This design comes from an exercise in tuning for small area, a short achievable clock period and few clock cycles per item on the open sky130 flow, not from production work. At most, simulation tests tie the RTL to the original design; equivalence was not proved. Only the layout flow was run in runs 1 and 2; the RTL was not checked for function there.

$ cat flow/design.v
`default_nettype none
package cwu_pkg;
    localparam int SEG_W      = 16;
    localparam int THRESH_W   = 32;
    localparam int TMO_CFG_W  = 24;
    localparam int CFG_DATA_W = 32;
    localparam int CFG_IDX_W  = 2;
    localparam int OUT_WIN_W  = 32;
    localparam int OUT_TMO_W  = 24;
    localparam int SQ_W       = 2 * SEG_W;
    localparam int DIV_STEPS  = SQ_W;
    localparam int CNT_W      = $clog2(DIV_STEPS);
    localparam logic [SEG_W-1:0]     SEG_RESET    = 16'd1000;
    localparam logic [THRESH_W-1:0]  THRESH_RESET = 32'd64000;
    localparam logic [TMO_CFG_W-1:0] CEIL_RESET   = 24'hFF_FFFF;
    localparam int                   INIT_TMO     = 1000;
    localparam logic OP_TIMEOUT = 1'b0;
    localparam logic OP_ACK     = 1'b1;
    typedef enum logic [CFG_IDX_W-1:0] {
        REG_SEGMENT_SIZE = 2'd0,
        REG_SSTHRESH     = 2'd1,
        REG_INIT_TIMEOUT = 2'd2,
        REG_CEILING      = 2'd3
    } cfg_reg_t;
    typedef struct packed {
        logic accept;
        logic square;
        logic div_step;
        logic commit;
    } cwu_cmd_t;
    typedef struct packed {
        logic need_div;
        logic out_free;
    } cwu_status_t;
endpackage
`default_nettype wire
`default_nettype none
module tcp_congestion_window_update #(
    parameter int WINDOW_BITS  = 32,
    parameter int TIMEOUT_BITS = 24
) (
    input  wire logic                             clk,
    input  wire logic                             rst_n,
    input  wire logic                             cfg_write,
    input  wire logic [cwu_pkg::CFG_IDX_W-1:0]    cfg_index,
    input  wire logic [cwu_pkg::CFG_DATA_W-1:0]   cfg_data,
    input  wire logic                             in_valid,
    output logic                                  in_ready,
    input  wire logic                             operation,
    input  wire logic                             new_data_acked,
    output logic                                  out_valid,
    input  wire logic                             out_ready,
    output logic [cwu_pkg::OUT_WIN_W-1:0]         window,
    output logic [cwu_pkg::OUT_TMO_W-1:0]         timeout_value,
    output logic                                  retransmit,
    output logic                                  restart_timer,
    output logic                                  in_avoidance
);
    localparam logic [1:0] ST_IDLE = 2'd0;
    localparam logic [1:0] ST_DIV  = 2'd1;
    localparam logic [1:0] ST_CM   = 2'd2;
    logic [15:0] seg_reg;
    logic [31:0] thr_reg;
    logic [23:0] ceil_reg;
    logic [31:0] sq_reg;
    logic        sq_busy;
    logic [3:0]  sq_cnt;
    logic        sq_bit;       
    logic [31:0] win_reg;
    logic [23:0] tmo_reg;
    logic        ov_reg;
    logic        rex_reg;
    logic        avo_reg;
    logic        f0v, f0op, f0nd;
    logic        f1v, f1op, f1nd;
    logic [1:0]  st;
    logic [31:0] rem_reg;
    logic [31:0] q_reg;
    logic [4:0]  idx_reg;
    logic        nb_reg;
    logic        avoid;
    logic        free;
    logic        push;
    logic        head_div;
    logic        can_start;
    logic [4:0]  msb_w;
    logic [4:0]  msb_s;
    logic [5:0]  kdiff;
    logic        q_zero;
    logic [31:0] rem_init;
    logic [4:0]  bsel;
    logic        nb_next;
    logic [32:0] rem_sh;
    logic [32:0] rem_diff;
    logic        fits;
    logic [31:0] add_a;
    logic [31:0] add_b;
    logic [32:0] add_s;
    logic [31:0] win_sat;
    logic [24:0] tmo_dbl;
    logic [23:0] tmo_new;
    logic        pop;
    logic        commit_nd;    
    logic        commit_cm;    
    logic        start;        
    logic        wz;           
    assign avoid    = win_reg >= thr_reg;
    assign free     = !ov_reg || out_ready;
    assign push     = in_valid && !f1v;
    assign head_div = f0op && f0nd;
    always_comb begin
        msb_w = '0;
        msb_s = '0;
        for (int i = 0; i < 32; i++) begin
            if (win_reg[i]) msb_w = i[4:0];
            if (sq_reg[i])  msb_s = i[4:0];
        end
    end
    assign kdiff  = {1'b0, msb_s} - {1'b0, msb_w};
    assign q_zero = kdiff[5] || (sq_reg == '0);
    assign rem_init = (sq_reg >> kdiff[4:0]) >> 1;
    assign bsel    = (st == ST_DIV) ? (idx_reg - 5'd1) : kdiff[4:0];
    assign nb_next = sq_reg[bsel];
    assign rem_sh   = {rem_reg, nb_reg};
    assign rem_diff = rem_sh - {1'b0, win_reg};
    assign fits     = !rem_diff[32];
    assign add_a   = sq_busy ? {sq_reg[30:0], 1'b0} : win_reg;
    assign add_b   = sq_busy ? (sq_bit ? {16'd0, seg_reg} : 32'd0)
                   : (st == ST_CM) ? q_reg : {16'd0, seg_reg};
    assign add_s   = {1'b0, add_a} + {1'b0, add_b};
    assign win_sat = add_s[32] ? 32'hFFFF_FFFF : add_s[31:0];
    assign tmo_dbl = {tmo_reg, 1'b0};
    assign tmo_new = (tmo_dbl > {1'b0, ceil_reg}) ? ceil_reg : tmo_dbl[23:0];
    always_comb begin
        commit_nd = 1'b0;
        commit_cm = 1'b0;
        start     = 1'b0;
        if (!sq_busy) begin
            if (st == ST_CM) begin
                commit_cm = free;
                start     = free && f0v && head_div;
            end else if (st == ST_IDLE && f0v) begin
                if (head_div && avoid)
                    start = 1'b1;
                else
                    commit_nd = free;
            end
        end
    end
    assign pop = commit_nd || start;
    assign wz  = (win_reg == '0) && (st != ST_CM);
    always_ff @(posedge clk or negedge rst_n) begin
        if (!rst_n) begin
            seg_reg  <= 16'd1000;
            thr_reg  <= 32'd64000;
            ceil_reg <= 24'hFF_FFFF;
            sq_reg   <= 32'd1000000;
            sq_busy  <= 1'b0;
            sq_cnt   <= 4'd0;
            win_reg  <= 32'd1000;
            tmo_reg  <= 24'd1000;
            ov_reg   <= 1'b0;
            f0v      <= 1'b0;
            f1v      <= 1'b0;
            st       <= ST_IDLE;
        end else begin
            if (cfg_write) begin
                case (cfg_index)
                    2'd0: begin
                        seg_reg <= cfg_data[15:0];
                        sq_busy <= 1'b1;
                        sq_cnt  <= 4'd15;
                        sq_reg  <= '0;
                    end
                    2'd1: thr_reg  <= cfg_data;
                    2'd3: ceil_reg <= cfg_data[23:0];
                    default: ;
                endcase
            end
            if (sq_busy && !(cfg_write && cfg_index == 2'd0)) begin
                sq_reg <= add_s[31:0];
                sq_cnt <= sq_cnt - 4'd1;
                if (sq_cnt == 4'd0)
                    sq_busy <= 1'b0;
            end
            if (pop) begin
                f0v <= f1v || push;
                f1v <= 1'b0;
            end else if (push) begin
                if (f0v) f1v <= 1'b1;
                else     f0v <= 1'b1;
            end
            if (commit_nd || commit_cm)
                ov_reg <= 1'b1;
            else if (out_ready)
                ov_reg <= 1'b0;
            if (commit_cm) begin
                win_reg <= win_sat;
            end else if (commit_nd) begin
                if (!f0op) begin
                    win_reg <= {16'd0, seg_reg};
                    tmo_reg <= tmo_new;
                end else if (f0nd) begin
                    win_reg <= win_sat;      
                end
            end
            if (start)
                st <= (q_zero || wz) ? ST_CM : ST_DIV;
            else if (commit_cm)
                st <= ST_IDLE;
            else if (st == ST_DIV && idx_reg == 5'd0)
                st <= ST_CM;
        end
    end
    always_ff @(posedge clk) begin
        if (cfg_write && cfg_index == 2'd0)
            sq_bit <= cfg_data[15];
        else
            sq_bit <= seg_reg[sq_cnt - 4'd1];
        if (pop) begin
            f0op <= f1v ? f1op : operation;
            f0nd <= f1v ? f1nd : new_data_acked;
        end else if (push && !f0v) begin
            f0op <= operation;
            f0nd <= new_data_acked;
        end
        if (push && f0v && !pop) begin
            f1op <= operation;
            f1nd <= new_data_acked;
        end
        if (commit_nd) begin
            rex_reg <= !f0op;
            avo_reg <= avoid;
        end else if (commit_cm) begin
            rex_reg <= 1'b0;
            avo_reg <= 1'b1;
        end
        if (st == ST_DIV) begin
            rem_reg <= fits ? rem_diff[31:0] : rem_sh[31:0];
            q_reg   <= {q_reg[30:0], fits};
            idx_reg <= idx_reg - 5'd1;
            nb_reg  <= nb_next;
        end else begin
            rem_reg <= rem_init;
            idx_reg <= kdiff[4:0];
            nb_reg  <= nb_next;
            if (st == ST_IDLE || free)
                q_reg <= wz ? 32'hFFFF_FFFF : 32'd0;
        end
    end
    assign in_ready      = !f1v;
    assign out_valid     = ov_reg;
    assign window        = win_reg;
    assign timeout_value = tmo_reg;
    assign retransmit    = rex_reg;
    assign restart_timer = rex_reg;
    assign in_avoidance  = avo_reg;
endmodule
`default_nettype wire
$ cat flow/run.sh
#!/bin/bash
# synth_recipe.tcl (not shown) runs the flow's synth.tcl, then flattens the netlist and writes it again
# the make line also repeats each setting of config.mk as NAME=value (left out here)
make -C /OpenROAD-flow-scripts/flow DESIGN_CONFIG=/design/flow/config.mk WORK_HOME=/design/flow/orfs CLKGATE_MAP_FILE= SYNTH_SCRIPT=/design/flow/synth_recipe.tcl finish
$ cat flow/config.mk
export PLATFORM = sky130hd
export DESIGN_NAME = tcp_congestion_window_update
export DESIGN_NICKNAME = tcp_congestion_window_update
export VERILOG_FILES = /design/flow/design.v
export SDC_FILE = /design/flow/constraint.sdc
export NUM_CORES = 4
export LEC_CHECK = 0
export ABC_CLOCK_PERIOD_IN_PS = 3000
export CAP_MARGIN = 20
export CORE_MARGIN = 2
export CORE_UTILIZATION = 40
export SETUP_SLACK_MARGIN = 5.0
export SLEW_MARGIN = 20
$ cat flow/constraint.sdc
create_clock -name core_clock -period 8.5 [get_ports {clk}]
set_input_delay 1.7000 -clock core_clock [delete_from_list [all_inputs] [get_ports {clk}]]
set_output_delay 1.7000 -clock core_clock [all_outputs]
set_load 0.01 [all_outputs]
==> reports/results.ini, run 1 <==
[critical_path]
arrival_ns=4.88
cp.required_ns=8.89
crit_top_cell=a311oi_2
timing.rr.end=rem_reg[3]$_DFF_P_
end_kind=flip-flop
path_buf_inv=4
cp-start-kind=flip-flop
r2r_cells=19
cp_max_fo=7
cpPeakStageDelay_ns=0.60
r2r-start=win_reg[5]$_DFFE_PN1P_
regToRegSetupSlack_ns=4.02
cp_cell_sequence=o311ai_4 > a311oi_2 > o311ai_2 > a311oi_1 > o311ai_1 > a311oi_1 > o31ai_2 > fa_2 > buf_12 > inv_12 > buf_4 > buf_4 > nor2_1 > a21oi_1 > and2_1 > a311oi_2 > a21oi_1 > a211oi_2 > a311oi_2
cp_top_family=compound AO/OA/AOI/OAI gates
worstSetupPathType=reg2reg
cpMaxStageDelayCell=dfstp_2

[floorplan]
num_rows=78
die-area_sq_um=47800
die_width_um=219
initial_utilization=0.405
ioPinCount=102
die_h_um=219
core_sq_um=45500

[timing]
tns_ns=0
period_minus_slack_ns=4.48
period_share=0.527
clock.fmax_mhz=223
hold_viol=0
drv_slew=0
final-setup-viol-count=0
max_slew_margin=0.323
fin_worst_skew_ns=0.0131
worst_slew_pin_slew_ns=1.01
rsz0062_at_grt=yes

[drt]
dr.pass1.iters=6
drc=0
drt_iter0_drc=1392
num_vias=17400
avgRoutedWirePerCell_um=22.5
ant_nets=0
via_per_inst=6.05
drt-total-wl_mm=64.5

[run]
maxCapViolations=0

[synthesis]
synth_area_leader_cell=dfrtp_1
synth_top_area_frac=0.156
ys_seq_elements=247
synth_area_leaders=dfrtp_1 (16%), ha_1 (8.6%), dfstp_2 (7.8%)
synth_edf_count=38
async_flop_share=0.688
syn_nets=2259
netlist-cell-type-count=91
synth_ff_type=dfrtp_1
synthCells=2088
synth.avg_cell_area_sq_um=8.83
synth-seq-area-share=0.339
yosysWarnings=1
netlist_area_sq_um=18400

[clocking]
htreeDepth=1
cts_buffers=28
cts_tree=built
clockBufferDepth=3
clk-insertion-delay-late_ns=0.57
cts_root_buf=clkbuf_16
path_clk_slew_ns=0.06
hold_buffers=0
cts_num_sinks=247

[finish]
fillCellCount=4124
area_growth_pct=29.1
finalNetCount=2418
seqCellArea_sq_um=6260
drive_gt1_frac=0.258
multi_input_area_sq_um=12700

[global_routing]
grt.total_usage=0.257
use_met2=0.437
gr-usage-met3=0.0394
overflow=0
antenna_found_initial=1
grt_max_degree=68
grt_pass1_vias=17000
grt-busiest-layer=met2
grt_pass1_wl_mm=96.7
grt_use_met1=0.332

[run_status]
status=timing/DRC/antenna clean

[place]
hpwl_mm=43.2
place_congestion=0.918
port_buffers=101

[hold_path]
holdCritPathClass=reg2reg
min_to=rem_reg[31]$_SDFF_PN0_
min-delay-start=rem_reg[30]$_DFF_P_
min_path_cells=2

==> metal layers <==
metal | routed length (um) | share of wire
met1 | 26400 | 0.41
met2 | 30900 | 0.48
met3 | 4470 | 0.069
met4 | 2740 | 0.043
met5 | 0 | 0
==> cell usage after synthesis (all sizes together) (6+ instances only) <==
cell type / count
nand2: 250
o21ai: 156
nor2: 129
ha: 127
inv: 125
a21oi: 121
dfrtp: 115
mux2i: 105
clkbuf: 90
mux2: 69
a21o: 61
nand3: 60
dfstp: 55
o211ai: 47
xnor2: 41
dfxtp: 39
edfxtp: 38
nand4: 38
buf: 37
nor3: 33
o22ai: 31
a211oi: 30
and2: 24
nor2b: 22
o21a: 21
xor2: 20
mux4: 15
a311oi: 14
nand2b: 14
o221ai: 13
o31ai: 13
and3: 11
o21bai: 11
a31o: 8
a31oi: 8
a221oi: 7
or3: 7
nor4: 6
o311a: 6
or2: 6
==> stage by stage <==
step / setup slack [ns] / utilization / instances / cell area [sq um] / hold WS (ns)
floorplan: 4.38 / - / 2088 / 18600 / 0.452
global placement: 3.13 / 0.437 / 2684 / 19900 / 0.480
detailed placement: 3.02 / 0.437 / 2684 / 19900 / 0.484
CTS: 4.06 / 0.492 / 2811 / 22400 / 0.494
global route: 3.82 / 0.523 / 2869 / 23800 / 0.510
finish: 4.02 / 0.523 / 2870 / 23800 / 0.497
==> cell usage in the layout (no fill, tap or decap), types with 60 or more instances in the layout <==
cell type | netlist | routed
buf_4 | 3 | 90
o21ai_0 | 135 | 90
mux2_2 | 69 | 66
nor2_1 | 128 | 111
clkdlybuf4s50_1 | 0 | 99
inv_1 | 124 | 120
a21oi_1 | 118 | 92
a21o_1 | 60 | 60
nand2_1 | 249 | 239
mux2i_1 | 105 | 89
ha_1 | 127 | 110
dfrtp_1 | 115 | 105
==> how the worst max path moves through the flow <==
stage,startpoint,to,slack (ns),depth (start not counted)
floorplan,win_reg[3]$_DFFE_PN1P_,nb_reg$_DFF_P_,4.38,21
global placement,win_reg[3]$_DFFE_PN1P_,nb_reg$_DFF_P_,3.13,18
detailed placement,win_reg[3]$_DFFE_PN1P_,nb_reg$_DFF_P_,3.02,18
global route,win_reg[5]$_DFFE_PN1P_,rem_reg[3]$_DFF_P_,3.82,19
finish,win_reg[5]$_DFFE_PN1P_,rem_reg[3]$_DFF_P_,4.02,19
CTS,win_reg[3]$_DFFE_PN1P_,rem_reg[0]$_DFF_P_,4.06,19
==> area by class of cell <==
cell class                      instances  area share
Sequential cell                       247       0.263
Inverter                              125      0.0209
Timing Repair Buffer                  251       0.111
Multi-Input combinational cell       1593       0.533
Timing Repair inverter                  1    0.000368
Antenna cell                            1    0.000105
Tap cell                              600      0.0316
Clock inverter                         11     0.00547
Clock buffer                           41      0.0349
==> cells by family (layout without fill, tap and decap cells) <==
group / Yosys count / in the layout / synth area share
and+or+nand+nor: 620 / 621 / 0.155
buffers and inverters: 252 / 429 / 0.0565
other: 0 / 1 / 0
muxes: 189 / 189 / 0.118
xor gates and xnor gates: 61 / 62 / 0.0304
adders and majority gates: 130 / 130 / 0.0895
AOI/OAI and AO/OA: 589 / 591 / 0.212
DFF: 247 / 247 / 0.339
==> worst register-to-register path: stages (launching register included) <==
cell and delay [ns]:
dfstp_2 0.60, o311ai_4 0.12, a311oi_2 0.44, o311ai_2 0.14
a311oi_1 0.35, o311ai_1 0.14, a311oi_1 0.34, o31ai_2 0.13
fa_2 0.58, buf_12 0.15, inv_12 0.05, buf_4 0.12
buf_4 0.12, nor2_1 0.09, a21oi_1 0.06, and2_1 0.18
a311oi_2 0.25, a21oi_1 0.08, a211oi_2 0.32, a311oi_2 0.06
==> timing repair <==
item                                    in CTS  in global routing
cloned                                      10                  6
gates resized for setup                    174                207
endpoints found under the setup margin     123                 92
setup buffers                               65                 52
pin swaps                                   46                 84
==> run 2: changes to the inputs <==
--- a/flow/config.mk
+++ b/flow/config.mk
@@ -7,3 +7,2 @@
 export LEC_CHECK = 0
-export ABC_CLOCK_PERIOD_IN_PS = 3000
 export CAP_MARGIN = 20
@@ -11,3 +10,2 @@
 export CORE_UTILIZATION = 40
-export SETUP_SLACK_MARGIN = 5.0
 export SLEW_MARGIN = 20
==> reports/results.ini, run 2 <==
[clocking]
cts_resized=0
cts_root_buf=clkbuf_16
hold_buffers=0
clk-insertion-delay-late_ns=0.58
clockBufferDepth=3
post-cts-setup-buffers=0
cts_tree=built
cts_num_sinks=247
path_clk_slew_ns=0.06
htreeDepth=1
cts_buffers=29

[floorplan]
num_rows=78
ioPinCount=102
die_width_um=219
die_h_um=219
die-area_sq_um=47800
core_sq_um=45500
initial_utilization=0.405

[finish]
fillCellCount=4458
antenna_cells=0
drive_gt1_frac=0.120
finalNetCount=2288
area_growth_pct=13.0
post-route-cell-area_sq_um=20800
final_common_cell=nand2_1
most-common-layout-cells=nand2_1 (249), o21ai_0 (135), nor2_1 (127), ha_1 (127), inv_1 (124)

[timing]
drv_slew=0
final-setup-viol-count=0
hold_viol=0
period_minus_slack_ns=6.00
max_slew_margin=0.280
tns_ns=0
rsz0062_at_grt=no
clock.fmax_mhz=167
worst_slew_pin_slew_ns=1.08
fin_worst_skew_ns=0.0204
period_share=0.706

[critical_path]
worstSetupPathType=reg2reg
cp.required_ns=9.03
arrival_ns=6.53
cp-start-kind=flip-flop
end_kind=flip-flop
regToRegSetupSlack_ns=2.50
cp_max_fo=27
timing.rr.end=nb_reg$_DFF_P_
r2r-start=win_reg[3]$_DFFE_PN1P_
r2r_cells=18

[synthesis]
synth_area_leaders=dfrtp_1 (16%), ha_1 (8.6%), dfstp_2 (7.8%)
synth.avg_cell_area_sq_um=8.83
yosysWarnings=1
syn_nets=2259
synthCells=2088
synth_top_area_frac=0.156
async_flop_share=0.688
netlist_area_sq_um=18400
ys_seq_elements=247
synth-seq-area-share=0.339
synth_ff_type=dfrtp_1
netlist-cell-type-count=91
synthMostInstantiatedCell=nand2_1
synth_edf_count=38
synth_area_leader_cell=dfrtp_1
yosys-top-cells-count=nand2_1 (249), o21ai_0 (135), nor2_1 (128)

[drt]
via_per_inst=5.91
avgRoutedWirePerCell_um=21.1
dr.pass1.iters=7
num_vias=16200
drt_iter0_drc=1168
drt-total-wl_mm=57.7
drc=0
ant_nets=0

[global_routing]
grt_pass1_wl_mm=91.2
grt.total_usage=0.241
grt_max_degree=77
grt_pass1_vias=16100
antenna_found_initial=0
overflow=0

[place]
port_buffers=101
placed_area_sq_um=19800
place_congestion=0.889
hpwl_mm=43.5

[hold_path]
min_path_cells=2
min_to=win_reg[6]$_DFFE_PN1P_
min-delay-start=win_reg[6]$_DFFE_PN1P_
holdCritPathClass=reg2reg

[run]
maxCapViolations=0

[run_status]
status=timing/DRC/antenna clean

## run 2: cell counts after synthesis
No cell type changed its count.
## run 2: area by class of cell
| class | count | area (sq um) | area share |
|---|---|---|---|
| Clock inverter | 10 | 106 | 0.00511 |
| Timing Repair Buffer | 125 | 1190 | 0.0573 |
| Sequential cell | 247 | 6250 | 0.300 |
| Tap cell | 600 | 751 | 0.0361 |
| Clock buffer | 44 | 863 | 0.0415 |
| Multi-Input combinational cell | 1589 | 11200 | 0.537 |
| Inverter | 125 | 469 | 0.0225 |
## run 2: worst max-delay path by stage
stage	start	endpoint	slack, ns	cells past startpoint
final	win_reg[3]$_DFFE_PN1P_	nb_reg$_DFF_P_	2.50	18
after global placement	win_reg[3]$_DFFE_PN1P_	nb_reg$_DFF_P_	2.59	18
after floorplan	win_reg[3]$_DFFE_PN1P_	nb_reg$_DFF_P_	4.00	21
after CTS	win_reg[3]$_DFFE_PN1P_	nb_reg$_DFF_P_	2.52	18
after global routing	win_reg[3]$_DFFE_PN1P_	nb_reg$_DFF_P_	2.14	18
after detailed placement	win_reg[3]$_DFFE_PN1P_	nb_reg$_DFF_P_	2.51	18
## run 2: kinds of logic after synthesis
kind of cell / count (synthesis) / share of synthesized area
AOI/OAI and AO/OA: 589 / 0.212
buffers and inverters: 252 / 0.0565
adders and majority gates: 130 / 0.0895
DFF: 247 / 0.339
muxes: 189 / 0.118
xor gates and xnor gates: 61 / 0.0304
and+or+nand+nor: 620 / 0.155
## run 2: routing by layer
| layer | vias to the layer above | share of wire | wire [um] | GRT usage |
|---|---|---|---|---|
| li1 | 7654 | - | - | - |
| met1 | 7900 | 0.44 | 25100 | 0.320 |
| met2 | 529 | 0.47 | 27300 | 0.405 |
| met3 | 102 | 0.063 | 3650 | 0.0354 |
| met4 | 0 | 0.029 | 1660 | 0.0734 |
| met5 | - | 0 | 0 | 0 |
## run 2: worst max-delay path: stages, from the launching register on
cell      delay, ns
dfstp_2        0.58
nor2_1         0.08
o311ai_0       0.33
a311oi_1       0.21
o311ai_0       0.50
a311oi_1       0.17
o311ai_0       0.43
a311oi_1       0.17
o31ai_1        0.36
fa_1           0.35
inv_1          0.07
a21o_1         0.17
a21oi_1        0.24
xor2_2         0.86
nand2_1        0.50
o21ai_2        0.28
mux4_2         0.35
mux2i_1        0.15
mux2_2         0.16
## run 2: metrics by stage
step	setup WS, ns	utilization	std cells	hold slack, ns
floorplan	4.00	-	2088	0.452
global placement	2.59	0.436	2686	0.479
detailed placement	2.51	0.436	2686	0.483
CTS	2.52	0.458	2740	0.492
global route	2.14	0.458	2740	0.517
finish	2.50	0.458	2740	0.489
==> run 3: changes to the inputs <==
--- a/flow/design.v
+++ b/flow/design.v
@@ -67,3 +67,2 @@
     logic [3:0]  sq_cnt;
-    logic        sq_bit;       
     logic [31:0] win_reg;
@@ -127,3 +126,3 @@
     assign add_a   = sq_busy ? {sq_reg[30:0], 1'b0} : win_reg;
-    assign add_b   = sq_busy ? (sq_bit ? {16'd0, seg_reg} : 32'd0)
+    assign add_b   = sq_busy ? (seg_reg[sq_cnt] ? {16'd0, seg_reg} : 32'd0)
                    : (st == ST_CM) ? q_reg : {16'd0, seg_reg};
@@ -215,6 +214,2 @@
     always_ff @(posedge clk) begin
-        if (cfg_write && cfg_index == 2'd0)
-            sq_bit <= cfg_data[15];
-        else
-            sq_bit <= seg_reg[sq_cnt - 4'd1];
         if (pop) begin
@@ -237,3 +232,8 @@
         end
-        if (st == ST_DIV) begin
+        if (start) begin
+            rem_reg <= rem_init;
+            q_reg   <= wz ? 32'hFFFF_FFFF : 32'd0;
+            idx_reg <= kdiff[4:0];
+            nb_reg  <= nb_next;
+        end else if (st == ST_DIV) begin
             rem_reg <= fits ? rem_diff[31:0] : rem_sh[31:0];
@@ -242,8 +242,2 @@
             nb_reg  <= nb_next;
-        end else begin
-            rem_reg <= rem_init;
-            idx_reg <= kdiff[4:0];
-            nb_reg  <= nb_next;
-            if (st == ST_IDLE || free)
-                q_reg <= wz ? 32'hFFFF_FFFF : 32'd0;
         end
==> reports/results.ini, run 3 <==
[run_status]
status=timing/DRC/antenna clean

[finish]
final_common_cell=nand2_1
drive_gt1_frac=0.123
post-route-cell-area_sq_um=20700
area_growth_pct=13.8
finalNetCount=2169
most-common-layout-cells=nand2_1 (221), nor2_1 (144), ha_1 (126), inv_1 (121), dfrtp_1 (114)
antenna_cells=0

[clocking]
cts_buffers=31
clk-insertion-delay-late_ns=0.59
cts_resized=0
htreeDepth=1
cts_tree=built
hold_buffers=0
clockBufferDepth=3
post-cts-setup-buffers=0
path_clk_slew_ns=0.06
cts_num_sinks=246
cts_root_buf=clkbuf_16

[floorplan]
die_h_um=217
num_rows=78
die-area_sq_um=47200
initial_utilization=0.403
ioPinCount=102
die_width_um=217
core_sq_um=45100

[synthesis]
yosys-top-cells-count=nand2_1 (222), nor2_1 (145), ha_1 (127)
synth_area_leaders=dfrtp_1 (16%), edfxtp_1 (12%), ha_1 (8.7%)
netlist-cell-type-count=75
synth_top_area_frac=0.158
synth_edf_count=75
ys_seq_elements=246
netlist_area_sq_um=18200
synth.avg_cell_area_sq_um=9.25
synthCells=1965
async_flop_share=0.691
synth-seq-area-share=0.363
synth_ff_type=dfrtp_1
synth_area_leader_cell=dfrtp_1
yosysWarnings=1
synthMostInstantiatedCell=nand2_1
syn_nets=2136

[global_routing]
grt.total_usage=0.250
grt_pass1_vias=15000
use_met2=0.399
grt_pass1_wl_mm=92.0
gr-usage-met3=0.0302
grt_max_degree=84
overflow=0
grt-busiest-layer=met2
antenna_found_initial=0
grt_use_met1=0.355

[drt]
avgRoutedWirePerCell_um=22.8
ant_nets=0
via_per_inst=6.00
drt-total-wl_mm=59.8
num_vias=15700
drc=0
dr.pass1.iters=6
drt_iter0_drc=1402

[critical_path]
regToRegSetupSlack_ns=2.70
worstSetupPathType=reg2reg
cp_max_fo=32
cpPeakStageDelay_ns=0.90
endpoint=win_reg[8]$_DFFE_PN1P_
cp-start-kind=flip-flop
r2r_cells=19
r2r-start=sq_cnt[0]$_DFFE_PN0P_
cp_cell_sequence=mux4_2 > mux4_2 > inv_1 > a21oi_1 > buf_4 > a22o_1 > ha_1 > inv_1 > fa_1 > nor2b_1 > o31a_1 > o2111a_1 > o21ai_1 > o211a_1 > o211ai_1 > nand3_1 > o21ai_4 > nor4_1 > a211oi_1
crit_cells=19
startpoint=sq_cnt[0]$_DFFE_PN0P_
cp_top_family=compound AO/OA/AOI/OAI gates
end_kind=flip-flop
cp.required_ns=8.99
cpMaxStageDelayCell=o21ai_4
timing.rr.end=win_reg[8]$_DFFE_PN1P_
path_buf_inv=3
arrival_ns=6.29

[timing]
worst_slew_pin_slew_ns=1.14
rsz0062_at_grt=no
period_share=0.682
fin_worst_skew_ns=0.00984
drv_slew=0
period_minus_slack_ns=5.80
clock.fmax_mhz=172
hold_viol=0
tns_ns=0
max_slew_margin=0.242
final-setup-viol-count=0

[place]
hpwl_mm=44.7
placed_area_sq_um=19700
port_buffers=101
place_congestion=0.933

[hold_path]
holdCritPathClass=reg2reg

[run]
maxCapViolations=0

run 3: cell types whose count changed in the layout (fill, tap and decap cells not counted), moves of 20 or more:
cell	before	now
and3_1	10	33
nand2_1	249	221
mux2i_1	105	83
o21ai_0	135	97
o311ai_0	4	24
edfxtp_1	38	75
nand3_1	60	33
dfxtp_1	39	1
run 3: cells by family after synthesis:
logic type / Yosys count / synth area share
flops: 246 / 0.363
xor+xnor: 67 / 0.0327
simple gates: 572 / 0.143
buf+inv: 245 / 0.0526
mux: 178 / 0.124
fa+ha+maj: 130 / 0.0907
compound gates: 527 / 0.194
run 3: worst min-delay path by stage:
stage               depth (start not counted)                endpoint                    from  slack [ns]
detailed placement                          2  seg_reg[8]$_DFFE_PN1P_  seg_reg[8]$_DFFE_PN1P_        0.47
finish                                      2  seg_reg[8]$_DFFE_PN1P_  seg_reg[8]$_DFFE_PN1P_        0.48
CTS                                         2  seg_reg[8]$_DFFE_PN1P_  seg_reg[8]$_DFFE_PN1P_        0.48
floorplan                                   2  seg_reg[6]$_DFFE_PN1P_  seg_reg[6]$_DFFE_PN1P_        0.45
global route                                2  seg_reg[6]$_DFFE_PN1P_  seg_reg[6]$_DFFE_PN1P_        0.50
global placement                            2  seg_reg[8]$_DFFE_PN1P_  seg_reg[8]$_DFFE_PN1P_        0.47
run 3: metrics by stage:
step	std cells	util	setup WS, ns	hold slack (ns)
2_1_floorplan	1965	-	3.79	0.452
3_3_place_gp	2565	0.437	2.87	0.469
3_5_place_dp	2565	0.437	2.69	0.468
4_1_cts	2623	0.459	2.83	0.480
5_1_grt	2623	0.459	2.27	0.501
6_report	2623	0.459	2.70	0.483
run 3: tightest hold or removal path, cell delays in order (launching register included):
cell and delay [ns]:
dfstp_2 0.38, nand2_1 0.05, nand2_1 0.05
run 3: cell type report:
cell class / count / area, sq um
Timing Repair Buffer: 123 / 1180
Sequential cell: 246 / 6600
Tap cell: 600 / 751
Inverter: 122 / 458
Fill cell: 4343 / 24400
Clock buffer: 44 / 885
Multi-Input combinational cell: 1474 / 10700
Clock inverter: 14 / 104
run 3: layer usage:
layer	share of wire	up-vias
li1	-	7281
met1	0.45	7825
met2	0.46	542
met3	0.054	94
met4	0.033	0
met5	0	-
Testbench counts of run 3, summed over its fixed seeds: cycles 24,133, items 4,800.

[afterwards: timing with drivers on the ports]
The results above use ideal ports. As a check the final layouts listed here were re-extracted and re-timed, cells and wires unchanged. Step 1 (the two cells are an assumption about what drives the block):
set clk [get_ports {clk}]
set_driving_cell -lib_cell sky130_fd_sc_hd__clkbuf_16 $clk
set_driving_cell -lib_cell sky130_fd_sc_hd__buf_2 [delete_from_list [all_inputs] $clk]
Step 2 times the ports against the registers' clock, not the clock port: input delays grow and output delays shrink by t, the midpoint of the rising clock arrivals with the driver on. a / b / c = ideal ports / drivers / drivers and shift; a / b = the first two.
| run | t, ns | slack for setup (ns) | worst setup path after step 2 | latest minus earliest clock arrival (ns) |
|---|---|---|---|---|
| run 1 | 0.621 | 4.017 / 4.017 / 4.017 | register to register | 0.013 / 0.013 |
| run 2 | 0.626 | 2.500 / 2.500 / 2.500 | register to register | 0.020 / 0.020 |
| run 3 | 0.638 | 2.701 / 2.701 / 2.574 | input to register | 0.010 / 0.010 |
After both steps setup and hold are still met in every run listed. For run 3, which loses most, drivers alone change the setup slack by 0.000 ns; drivers and shift together by -0.127 ns.
